What follows belongs to an exercise in optimizing a design on an open flow for a short achievable clock period and few clock cycles; a production flow would make more cautious choices.
The RTL was checked by simulation tests, not by an equivalence proof against the original design.
Power is estimated from default activity; no workload was simulated.

==> flow/design.v (excerpt) <==
module cpuTop #(
	parameter isaPkg::word_t resetPc = '0
) (
	input wire clk,
	input wire rst,
	input wire isaPkg::word_t instr,
	output isaPkg::word_t instrAddr,
	output isaPkg::word_t dataAddr,
	output isaPkg::word_t dataWrData,
	output logic dataWrite,
	output logic dataRead,
	input wire isaPkg::word_t dataRdData
);
For scale: roughly 3500 cells after synthesis, ~84 I/O pins.
clock: 10.0 ns
lec_check: 0
abc_clock_period_in_ps: 2500
cap_margin: 20
core_margin: 2
core_utilization: 40
setup_slack_margin: 5
slew_margin: 20
tns_end_percent: 100
standard.sh (not shown) runs the stock make flow with config.mk's settings and CLKGATE_MAP_FILE= SYNTH_SCRIPT=/design/flow/synth_recipe.tcl, a recipe that flattens the netlist after the stock synthesis.
==> flow/flow/run.sh <==
#!/bin/bash
# The standard ORFS layout, with these changes to how it is made:
# - adders are left to ABC (no full/half adder cell extraction, which builds
#   ripple chains); registers are mapped exactly as in the standard synthesis;
# - ports are still each given a buffer, but a plain buf_4 rather than the
#   delay-cell buffer buffer_ports picks by default.
set -euo pipefail
export BUFFER_PORTS_ARGS="-buffer_cell sky130_fd_sc_hd__buf_4"
bash standard.sh SETUP_SLACK_MARGIN=7 ADDER_MAP_FILE= finish > standard_flow.log 2>&1
Testbench counts at the start, summed over its fixed seeds: cycles 107,086.
Change:
--- a/flow/design.v
+++ b/flow/design.v
@@ -168,16 +168,13 @@
 	logic lwE;
 	logic [1:0] aluOpE;
 	logic cinE;
 	logic [15:0] opAE;
 	logic [15:0] opBE;
 	logic brE;
-	logic beqE;
 	logic tkE;
-	logic [15:0] opCE;
-	logic [15:0] keyE;
 	logic pE;
 	logic [15:0] tgtE;
 	logic [15:0] pc1E;
 	logic [15:0] addrE;
 	logic [15:0] wdataE;
 	logic rdE;
@@ -203,13 +200,12 @@
 			2'd2: alu = ~(opAE & opBE);
 			2'd3: alu = opAE | opBE;
 			default: alu = sum;
 		endcase
 	end
 	assign resE = lwE ? dataRdData : alu;
-	assign tkE = (opCE == opBE) == beqE;
 	assign redirE = brE && (tkE ? (!pE || (opAE != tgtE)) : pE);
 	logic [3:0] idxF;
 	logic lkHit;
 	logic [15:0] lkTgt;
 	logic prV;
 	logic [15:0] prT;
@@ -228,13 +224,15 @@
 	logic [15:0] simm8;
 	logic [15:0] jmpTgt;
 	logic [15:0] valA;
 	logic [15:0] valB;
 	logic [15:0] memData;
 	logic fwdA, fwdB, fwdM;
+	logic eq;
 	logic stall;
+	logic brTaken;
 	logic go;
 	logic redirD;
 	logic [15:0] seqF;
 	logic [15:0] pcNext;
 	always_comb begin
 		vA = '0;
@@ -286,18 +284,18 @@
 	assign fwdA = weE && (wE == srcAD);
 	assign fwdB = weE && (wE == irD[3:0]);
 	assign fwdM = weE && (wE == {2'b11, irD[11:10]});
 	assign valA = fwdA ? resE : vA;
 	assign valB = isAddiD ? simm8 : (fwdB ? resE : vR2);
 	assign memData = fwdM ? resE : vMem;
-	logic [15:0] valC;
-	logic fwdC;
-	assign fwdC = weE && (wE == irD[7:4]);
-	assign valC = fwdC ? resE : vR1;
-	assign stall = vD && weE && (isLwD || isSwD) && (wE == {2'b10, irD[9:8]});
+	assign eq = (vR1 == vR2);
+	assign stall = vD && weE && (
+		((isLwD || isSwD) && (wE == {2'b10, irD[9:8]})) ||
+		(isBrD && ((wE == irD[7:4]) || (wE == irD[3:0]))));
 	assign go = vD && !stall && !redirE;
+	assign brTaken = isBrD && (eq == isBeqD);
 	assign redirD = isJmpD || (pD && !isBrD);
 	logic [15:0] pcInc;
 	logic [15:0] pcDec;
 	incDec #(.W(16)) pcInc_i (
 		.x(pcI),
 		.inc(pcInc),
@@ -376,15 +374,13 @@
 		lwE <= isLwD;
 		aluOpE <= aluOpD;
 		cinE <= subD;
 		opAE <= valA;
 		opBE <= subD ? ~valB : valB;
 		tgtE <= pcI;
-		beqE <= isBeqD;
-		opCE <= valC;
-		keyE <= keyD;
+		tkE <= brTaken;
 		pE <= pD;
 		pc1E <= pcD1;
 		if (redirE || !stall) begin
 			prT <= lkTgt;
 		end
 		addrE <= memAddr;
@@ -396,27 +392,27 @@
 	logic [11:0] bwTag;
 	logic [15:0] bwTgt;
 	always_ff @(posedge clk or posedge rst) begin
 		if (rst) begin
 			bwEn <= 1'b0;
 		end else begin
-			bwEn <= brE || (go && pD && !isBrD);
+			bwEn <= vD && !stall && (isBrD || pD);
 		end
 	end
 	logic [15:0] keyD;
 	logic [15:0] pcDInc;
 	incDec #(.W(16)) keyD_i (
 		.x(pcD),
 		.inc(pcDInc),
 		.dec(keyD)
 	);
 	always_ff @(posedge clk) begin
-		bwValid <= brE && tkE;
-		bwIdx <= brE ? keyE[3:0] : keyD[3:0];
-		bwTag <= brE ? keyE[15:4] : keyD[15:4];
-		bwTgt <= opAE;
+		bwValid <= brTaken;
+		bwIdx <= keyD[3:0];
+		bwTag <= keyD[15:4];
+		bwTgt <= valA;
 	end
 	always_ff @(posedge clk or posedge rst) begin
 		if (rst) begin
 			for (int i = 0; i < 16; i++) begin
 				btbV[i] <= 1'b0;
 			end
=> Cell area shrinks by 2.2%; power barely changes; clock power shrinks by about 7%; die area shrinks by about 3.2%; wire length shrinks by 1.8%; core utilization grows by 0.49 points; non-clock buffer count grows by 44; synthesized cell count shrinks by about 2.7%; count of clock-buffer cells in the layout shrinks by 14.
Testbench counts after the change, summed over its fixed seeds: cycles 107,722.

separate check: timing with driven ports:
The results above use ideal ports. As a check the final layouts listed here were re-extracted and re-timed, cells and wires unchanged.
Step 1, drivers: a clkbuf_16 drives clk and a buf_2 each remaining input, both assumed.
Step 2 also shifts input and output timing later by t, the mid clock arrival at the registers, as if the neighbouring blocks saw the same clock.
a / b / c = ideal / step 1 / step 2; a / b = the first two.
run	t, ns	slack for setup (ns)	worst setup path after step 2	slew at the worst register clock pin (ns)
the first run	0.791	6.617 / 6.548 / 6.293	input to register	0.07 / 0.07
the second run	0.768	6.701 / 6.622 / 6.408	input to register	0.07 / 0.07
After both steps setup and hold are still met in every run listed. For the first run, which loses most, drivers alone change the setup slack by -0.069 ns; drivers and shift together by -0.324 ns.
